From an optimization exercise on the open Yosys and OpenROAD flow, aimed at small area; shortcuts taken in it are not production practice.
The RTL was checked by simulation tests, not by an equivalence proof against the original design.
No activity file was given, so power comes from the tool's default toggle rates.

==> run H <==
==> flow/design.v <==
package rvIsaPkg;
    typedef struct packed {
        logic [6:0] funct7;
        logic [4:0] rs2;
        logic [4:0] rs1;
        logic [2:0] funct3;
        logic [4:0] rd;
        logic [6:0] opcode;
    } rvRType;
    typedef struct packed {
        logic [11:0] imm;
        logic [4:0]  rs1;
        logic [2:0]  funct3;
        logic [4:0]  rd;
        logic [6:0]  opcode;
    } rvIType;
    typedef struct packed {
        logic [6:0] immHi;
        logic [4:0] rs2;
        logic [4:0] rs1;
        logic [2:0] funct3;
        logic [4:0] immLo;
        logic [6:0] opcode;
    } rvSType;
    typedef struct packed {
        logic       imm12;
        logic [5:0] imm10_5;
        logic [4:0] rs2;
        logic [4:0] rs1;
        logic [2:0] funct3;
        logic [3:0] imm4_1;
        logic       imm11;
        logic [6:0] opcode;
    } rvBType;
    typedef struct packed {
        logic [19:0] imm;
        logic [4:0]  rd;
        logic [6:0]  opcode;
    } rvUType;
    typedef struct packed {
        logic       imm20;
        logic [9:0] imm10_1;
        logic       imm11;
        logic [7:0] imm19_12;
        logic [4:0] rd;
        logic [6:0] opcode;
    } rvJType;
    typedef logic [31:0] rvInstWord;
    typedef enum logic [4:0] {
        LOAD   = 5'b00000,
        OPIMM  = 5'b00100,
        STORE  = 5'b01000,
        OP     = 5'b01100,
        LUI    = 5'b01101,
        BRANCH = 5'b11000,
        JALR   = 5'b11001,
        JAL    = 5'b11011,
        SYSTEM = 5'b11100
    } rvOpcode;
    typedef logic [7:0]                asciiChar;
    typedef logic [3*8-1:0]            regText;    
    typedef logic [19*8-1:0]  instText;   
    function automatic asciiChar hexChar(input logic [3:0] nib);
        if (nib < 4'd10) begin
            hexChar = 8'h30 + {4'h0, nib};
        end else begin
            hexChar = 8'h37 + {4'h0, nib};   
        end
    endfunction
endpackage
package traceLinePkg;
    typedef struct packed {
        logic [31:0]         pc;
        logic [31:0]         code;
    } retireRec;
    typedef logic [30*8-1:0] traceLine;
endpackage
`timescale 1ns/1ps
module traceDisasm (
    input  logic                   clk,
    input  logic                   reset,
    input  logic                   retire,
    input  traceLinePkg::retireRec retireData,
    output logic                   charValid,
    output logic [7:0]             charData,
    output logic                   lineDone,
    output logic [16-1:0]  dropCount
);
    localparam logic [3:0] C_R     = 4'd0;    
    localparam logic [3:0] C_IALU  = 4'd1;    
    localparam logic [3:0] C_LW    = 4'd2;
    localparam logic [3:0] C_JALR  = 4'd3;
    localparam logic [3:0] C_SW    = 4'd4;
    localparam logic [3:0] C_BR    = 4'd5;
    localparam logic [3:0] C_JAL   = 4'd6;
    localparam logic [3:0] C_LUI   = 4'd7;
    localparam logic [3:0] C_CSR   = 4'd8;
    localparam logic [3:0] C_MRET  = 4'd9;
    localparam logic [3:0] C_ECALL = 4'd10;
    localparam logic [3:0] C_NOP   = 4'd11;
    localparam logic [3:0] C_STALL = 4'd12;
    localparam logic [3:0] C_ILL   = 4'd13;
    localparam logic [3:0] T_NONE = 4'd0;
    localparam logic [3:0] T_R    = 4'd1;
    localparam logic [3:0] T_I    = 4'd2;
    localparam logic [3:0] T_S    = 4'd3;
    localparam logic [3:0] T_B    = 4'd4;
    localparam logic [3:0] T_J    = 4'd5;
    localparam logic [3:0] T_U    = 4'd6;
    localparam logic [3:0] T_CR   = 4'd7;
    localparam logic [3:0] T_CI   = 4'd8;
    localparam logic [3:0] T_ILL  = 4'd9;
    logic        busy;
    logic [4:0]  cnt;
    logic [31:0] pcr;     
    logic [31:7] code;    
    logic [3:0]  cls;
    logic [3:0]  clsIn;
    logic z25, mhi, lo73, lo13, lo00;
    logic [2:0] inF3; logic [6:0] inF7;
    assign inF3 = retireData.code[14:12]; assign inF7 = retireData.code[31:25];
    assign z25 = retireData.code[31:7] == 25'h0;
    assign mhi = retireData.code[31:7] == 25'h0604000;
    assign lo73 = retireData.code[6:0] == 7'h73;
    assign lo13 = retireData.code[6:0] == 7'h13;
    assign lo00 = retireData.code[6:0] == 7'h00;
    logic f7z; assign f7z = inF7 == 7'h00;
    logic [3:0] oc; logic leg;
    always_comb begin
        oc = C_ILL; leg = 1'b0;
        case (retireData.code[6:2])
            5'b01100: begin oc = C_R; leg = f7z || (inF7 == 7'h20 && (inF3 == 3'b000 || inF3 == 3'b101)); end
            5'b00100: begin oc = C_IALU; leg = (inF3[1:0] != 2'b01) || (inF7[6] == 1'b0 && inF7[4:0] == 5'h0 && (inF3[2] || !inF7[5])); end
            5'b00000: begin oc = C_LW; leg = inF3 == 3'b010; end
            5'b01000: begin oc = C_SW; leg = inF3 == 3'b010; end
            5'b11000: begin oc = C_BR; leg = inF3[2:1] != 2'b01; end
            5'b11011: begin oc = C_JAL; leg = 1'b1; end
            5'b11001: begin oc = C_JALR; leg = inF3 == 3'b000; end
            5'b01101: begin oc = C_LUI; leg = 1'b1; end
            5'b11100: begin oc = C_CSR; leg = inF3[1:0] != 2'b00; end
            default: begin oc = C_ILL; leg = 1'b0; end
        endcase
        if (z25 & lo73) clsIn = C_ECALL;
        else if (z25 & lo13) clsIn = C_NOP;
        else if (z25 & lo00) clsIn = C_STALL;
        else if (mhi & lo73) clsIn = C_MRET;
        else clsIn = leg ? oc : C_ILL;
    end
    always_ff @(posedge clk) begin
        if (reset) begin
            busy <= 1'b0;
        end else if (busy) begin
            busy <= cnt != 5'd31;
        end else begin
            busy <= retire;
        end
    end
    always_ff @(posedge clk) begin
        cnt <= busy ? cnt + 5'd1 : 5'd0;
    end
    always_ff @(posedge clk) begin
        if (!busy) begin
            pcr  <= retireData.pc;
            code <= retireData.code[31:7];
            cls  <= clsIn;
        end else begin
            pcr  <= {pcr[27:0], pcr[31:28]};
        end
    end
    logic [16:0] dcCarry;
    logic [15:0] dcSum;
    assign dcCarry[0] = retire & busy;
    always_comb begin
        for (int i = 0; i < 16; i++) begin
            dcSum[i]       = dropCount[i] ^ dcCarry[i];
            dcCarry[i + 1] = dropCount[i] & dcCarry[i];
        end
    end
    always_ff @(posedge clk) begin
        dropCount <= reset ? 16'h0000 : (dcSum | {16{dcCarry[16]}});
    end
    logic [3:0] sub;
    logic       ops;
    logic [7:0] mnChar;
    logic       mnEnd;
    always_ff @(posedge clk) begin
        if (cnt == 5'd11 || mnEnd) begin
            sub <= 4'd0;
        end else begin
            sub <= sub + 4'd1;
        end
        if (cnt == 5'd11) begin
            ops <= 1'b0;
        end else if (mnEnd) begin
            ops <= 1'b1;
        end
    end
    logic [55:0] mn;
    logic [3:0]  fmt;
    logic [2:0]  f3;
    assign f3 = code[14:12];
    always_comb begin
        mn   = "       ";
        fmt  = T_NONE;
        case (cls)
            C_R: begin
                fmt = T_R;
                case (f3)
                    3'b000: mn = code[30] ? "sub    " : "add    ";
                    3'b001: mn = "sll    ";
                    3'b010: mn = "slt    ";
                    3'b011: mn = "sltu   ";
                    3'b100: mn = "xor    ";
                    3'b101: mn = code[30] ? "sra    " : "srl    ";
                    3'b110: mn = "or     ";
                    default: mn = "and    ";
                endcase
            end
            C_IALU: begin
                fmt = T_I;
                case (f3)
                    3'b000: mn = "addi   ";
                    3'b001: mn = "slli   ";
                    3'b010: mn = "slti   ";
                    3'b011: mn = "sltiu  ";
                    3'b100: mn = "xori   ";
                    3'b101: mn = code[30] ? "srai   " : "srli   ";
                    3'b110: mn = "ori    ";
                    default: mn = "andi   ";
                endcase
            end
            C_LW:   begin mn = "lw     "; fmt = T_I; end
            C_JALR: begin mn = "jalr   "; fmt = T_I; end
            C_SW:   begin mn = "sw     "; fmt = T_S; end
            C_BR: begin
                fmt = T_B;
                case (f3)
                    3'b000: begin mn = "beq    "; end
                    3'b001: begin mn = "bne    "; end
                    3'b100: begin mn = "blt    "; end
                    3'b101: begin mn = "bge    "; end
                    3'b110: begin mn = "bltu   "; end
                    default: begin mn = "bgeu   "; end
                endcase
            end
            C_JAL:  begin mn = "jal    "; fmt = T_J; end
            C_LUI:  begin mn = "lui    "; fmt = T_U; end
            C_CSR: begin
                fmt = f3[2] ? T_CI : T_CR;
                case (f3[1:0])
                    2'b01:   mn = f3[2] ? "csrrwi " : "csrrw  ";
                    2'b10:   mn = f3[2] ? "csrrsi " : "csrrs  ";
                    default: mn = f3[2] ? "csrrci " : "csrrc  ";
                endcase
            end
            C_MRET:  begin mn = "mret   "; end
            C_ECALL: begin mn = "ecall  "; end
            C_NOP:   begin mn = "nop    "; end
            C_STALL: begin mn = "stall  "; end
            default: begin mn = "illegal"; fmt = T_ILL; end
        endcase
    end
    assign mnChar = sub[2:0] == 3'd7 ? " " : mn[55 - sub[2:0]*8 -: 8];
    assign mnEnd  = !ops && cnt >= 5'd12 && mnChar == " ";
    logic       hex;
    logic [3:0] nib;
    logic [7:0] chr;
    logic fR, fI, fS, fB, fJ, fU, fCR, fCI, fIll, fC, fSB;
    assign fR = fmt == T_R; assign fI = fmt == T_I; assign fS = fmt == T_S; assign fB = fmt == T_B;
    assign fJ = fmt == T_J; assign fU = fmt == T_U; assign fCR = fmt == T_CR; assign fCI = fmt == T_CI;
    assign fIll = fmt == T_ILL; assign fC = fCR | fCI; assign fSB = fS | fB;
    logic [15:0] qd;
    always_comb for (int i = 0; i < 16; i++) qd[i] = sub == i;
    logic sA, sB, sC, sD, sE, sF, sG, sH, sI, sJ, sK, sL, sM, sN, sO, sP;
    assign sA = qd[1] & (fR|fI|fJ|fU|fC);                         
    assign sB = qd[2] & (fR|fI|fJ|fU|fC) | qd[10] & fS;           
    assign sC = qd[1] & fSB | qd[5] & (fR|fI) | qd[9] & fCR | qd[8] & fCI;    
    assign sD = qd[2] & fSB | qd[6] & (fR|fI) | qd[10] & fCR | qd[9] & fCI;   
    assign sE = qd[5] & fSB | qd[9] & fR;              
    assign sF = qd[6] & (fSB|fU|fC) | qd[10] & (fR|fI);  
    assign sG = qd[4] & (fU|fC) | qd[8] & (fI|fS);     
    assign sH = qd[5] & (fU|fC) | qd[9] & fI | qd[8] & fJ;  
    assign sI = qd[5] & fJ | qd[7] & fU;               
    assign sJ = qd[6] & fJ | qd[8] & fU;               
    assign sK = qd[4] & fJ | qd[8] & fB;               
    assign sL = qd[9] & fB;                            
    assign sM = qd[9] & fS | qd[10] & fB;              
    assign sN = qd[11] & fB;                           
    assign sO = qd[7] & fJ;                            
    assign sP = qd[9] & fJ;                            
    assign hex = sA|sB|sC|sD|sE|sF|sG|sH|sI|sJ|sK|sL|sM|sN|sO|sP;
    assign nib = ({4{sA}} & {3'b0, code[11]}) | ({4{sB}} & code[10:7]) | ({4{sC}} & {3'b0, code[19]}) |
                 ({4{sD}} & code[18:15]) | ({4{sE}} & {3'b0, code[24]}) | ({4{sF}} & code[23:20]) |
                 ({4{sG}} & code[31:28]) | ({4{sH}} & code[27:24]) | ({4{sI}} & code[19:16]) |
                 ({4{sJ}} & code[15:12]) | ({4{sK}} & {3'b0, code[31]}) | ({4{sL}} & {code[7], code[30:28]}) |
                 ({4{sM}} & {code[27:25], code[11]}) | ({4{sN}} & {code[10:8], 1'b0}) |
                 ({4{sO}} & {code[20], code[30:28]}) | ({4{sP}} & {code[23:21], 1'b0});
    logic cx, cc, cH;
    assign cx = ~fIll & (fmt != T_NONE) & (qd[0] | qd[4] & (fR|fI|fSB) | qd[8] & (fR|fCR));
    assign cc = ~fIll & (fmt != T_NONE) & (qd[3] | qd[7] & ~fJ & ~fU);
    assign cH = qd[9] & fU | qd[10] & fJ | qd[11] & (fI|fS) | qd[12] & fB;
    logic [7:0] ill;
    always_comb begin
        case (sub)
            4'd0:  ill = "i";
            4'd1:  ill = "n";
            4'd2:  ill = "s";
            4'd3:  ill = "t";
            4'd4:  ill = "r";
            4'd5:  ill = "u";
            4'd6:  ill = "c";
            4'd7:  ill = "t";
            4'd8:  ill = "i";
            4'd9:  ill = "o";
            4'd10: ill = "n";
            default: ill = " ";
        endcase
    end
    assign chr = fIll ? ill : cx ? "x" : cc ? "," : cH ? "H" : " ";
    logic       oHex;
    logic [3:0] oNib;
    logic [7:0] oChr;
    always_comb begin
        oHex = 1'b0;
        oNib = pcr[7:4];
        oChr = " ";
        if (cnt <= 5'd9) begin
            oHex = 1'b1;
        end else if (cnt == 5'd10) begin
            oChr = ":";
        end else if (cnt == 5'd11) begin
            oChr = " ";
        end else if (cnt == 5'd31) begin
            oChr = 8'h0A;
        end else if (!ops) begin
            oChr = mnChar;
        end else begin
            oHex = hex;
            oNib = nib;
            oChr = chr;
        end
    end
    assign charData  = oHex ? rvIsaPkg::hexChar(oNib) : oChr;
    assign charValid = busy && cnt[4:1] != 4'd0;
    assign lineDone  = busy && cnt == 5'd31;
endmodule
==> flow/run.sh <==
#!/bin/bash
# synth_recipe.tcl (not shown) runs the flow's synth.tcl, then flattens the netlist and writes it again
# the make line also repeats each setting of config.mk as NAME=value (left out here)
make -C /OpenROAD-flow-scripts/flow DESIGN_CONFIG=/design/flow/config.mk WORK_HOME=/design/flow/orfs CLKGATE_MAP_FILE= SYNTH_SCRIPT=/design/flow/synth_recipe.tcl finish
==> flow/config.mk <==
export PLATFORM = sky130hd
export DESIGN_NAME = traceDisasm
export DESIGN_NICKNAME = traceDisasm
export VERILOG_FILES = /design/flow/design.v
export SDC_FILE = /design/flow/constraint.sdc
export NUM_CORES = 4
export LEC_CHECK = 0
export ABC_AREA = 1
export CAP_MARGIN = 20
export CORE_MARGIN = 2
export CORE_UTILIZATION = 40
export SLEW_MARGIN = 20
==> flow/constraint.sdc <==
create_clock -name core_clock -period 10.0 [get_ports {clk}]
set_input_delay 2.0000 -clock core_clock [delete_from_list [all_inputs] [get_ports {clk}]]
set_output_delay 2.0000 -clock core_clock [all_outputs]
set_load 0.01 [all_outputs]
==> inputs of run M, as changes to run H <==
==> flow/flow/run.sh (new file) <==
#!/bin/bash
# The standard layout (standard.sh) with two changes:
#  - synthesis maps logic with an area-oriented ABC script (flow/synth.tcl);
#  - the port buffers are the smallest buffer, sky130_fd_sc_hd__buf_1.
# Each tool's full output goes to the ORFS logs under orfs/logs and, for the
# whole run, to standard.log in this folder.
set -euo pipefail
W=$(pwd)
bash standard.sh SYNTH_SCRIPT="$W/flow/synth.tcl" \
  "BUFFER_PORTS_ARGS=-buffer_cell sky130_fd_sc_hd__buf_1" finish > "$W/standard.log" 2>&1
==> flow/flow/area.abc (new file) <==
strash
ifraig
scorr
dc2
drw
drf
dc2
strash
dch -f
amap
topo
==> flow/flow/synth.tcl (new file) <==
# Standard synthesis (synth_recipe.tcl, unchanged) with one difference: the
# technology-mapping ABC call uses an area-oriented script (area.abc) in place
# of ORFS's delay-oriented one. Registers are mapped by dfflibmap before ABC,
# so they are the standard synthesis's registers.
set area_abc [file join [file dirname [file normalize [info script]]] area.abc]
proc abc {args} {
  global area_abc
  set i [lsearch -exact $args -script]
  if {$i >= 0} {
    lset args [expr {$i + 1}] $area_abc
  }
  yosys abc {*}$args
}
source [file join [file dirname [file dirname [file normalize [info script]]]] synth_recipe.tcl]
==> flow/standard.sh (new file) <==
#!/bin/bash
# synth_recipe.tcl (not shown) runs the flow's synth.tcl, then flattens the netlist and writes it again
# the make line also repeats each setting of config.mk as NAME=value (left out here)
make -C /OpenROAD-flow-scripts/flow DESIGN_CONFIG=/design/flow/config.mk WORK_HOME=/design/flow/orfs CLKGATE_MAP_FILE= SYNTH_SCRIPT=/design/flow/synth_recipe.tcl "${@:-finish}"
CTS_BUF_LIST = sky130_fd_sc_hd__clkbuf_8   (was unset)
removed: flow/run.sh
==> inputs of run F, as changes to run H <==
CTS_BUF_LIST = sky130_fd_sc_hd__clkbuf_8   (was unset)
==> results.txt <==
item	run M	run F	run H
Final critical delay including setup and external delays	6.659 ns	6.177 ns	6.126 ns
Ratio of final minimum period to clock period	66.59%	61.77%	61.26%
Multi-input gate share of total cell area	47.45%	47.30%	46.68%
Buffers, non-clock	95	93	93
Overall routing resource usage	23.40%	22.56%	22.59%
Placed wire-length estimate	12760 µm	14620 µm	14620 µm
Clk pwr share	31.5%	29.0%	35.4%
Die span in x	120.1 µm	129.6 µm	129.6 µm
Final cell area excluding filler cells	6162 µm²	7602 µm²	7704 µm²
Tap cell instance count	176	211	211
Internal portion of total power	0.5583 mW	0.5937 mW	0.6721 mW
Result of the run	timing/DRC/antenna clean	timing/DRC/antenna clean	timing/DRC/antenna clean
Simple-gate share of the synthesized area	22.87%	39.08%	39.08%
Invs w/o clock	74	119	119
Amount of wire on met3 after detailed routing	1286 µm	1114 µm	1198 µm
Metal1 wirelength	7132 µm	8588 µm	8488 µm
Depth of the critical timing path with buffers and inverters included	15	19	19
Arrival time of the worst setup path	4.66 ns	4.18 ns	4.13 ns
Maximum vdd drop	0.1148 mV	0.09025 mV	0.1080 mV
Post-synthesis cell count	660	976	976
Reg2Reg Setup Slack	4.98 ns	6.03 ns	6.00 ns
Met3 track demand over resource in global routing	6.131%	4.748%	4.872%

==> port drivers added, routing unchanged <==
The flow's constraints put no driver on any port. The routed layouts listed below were extracted and timed again, unchanged, in two steps.
Step 1: set_driving_cell puts a clkbuf_16 on clk and a buf_2 on each other input, an assumption about the parent block.
Step 2 also shifts input and output timing later by t, the mid clock arrival at the registers, as if the neighbouring blocks saw the same clock.
Three values: ideal, step 1, step 2; two values: the first two.
run	t (ns)	slack for setup (ns)	hold slack, ns
run H	0.377	3.874 / 3.837 / 4.082	0.422 / 0.422 / 0.422
run M	0.416	3.341 / 3.305 / 3.721	0.440 / 0.440 / 0.440
run F	0.400	3.823 / 3.791 / 4.086	0.426 / 0.426 / 0.426
After both steps every run listed still meets setup and hold.
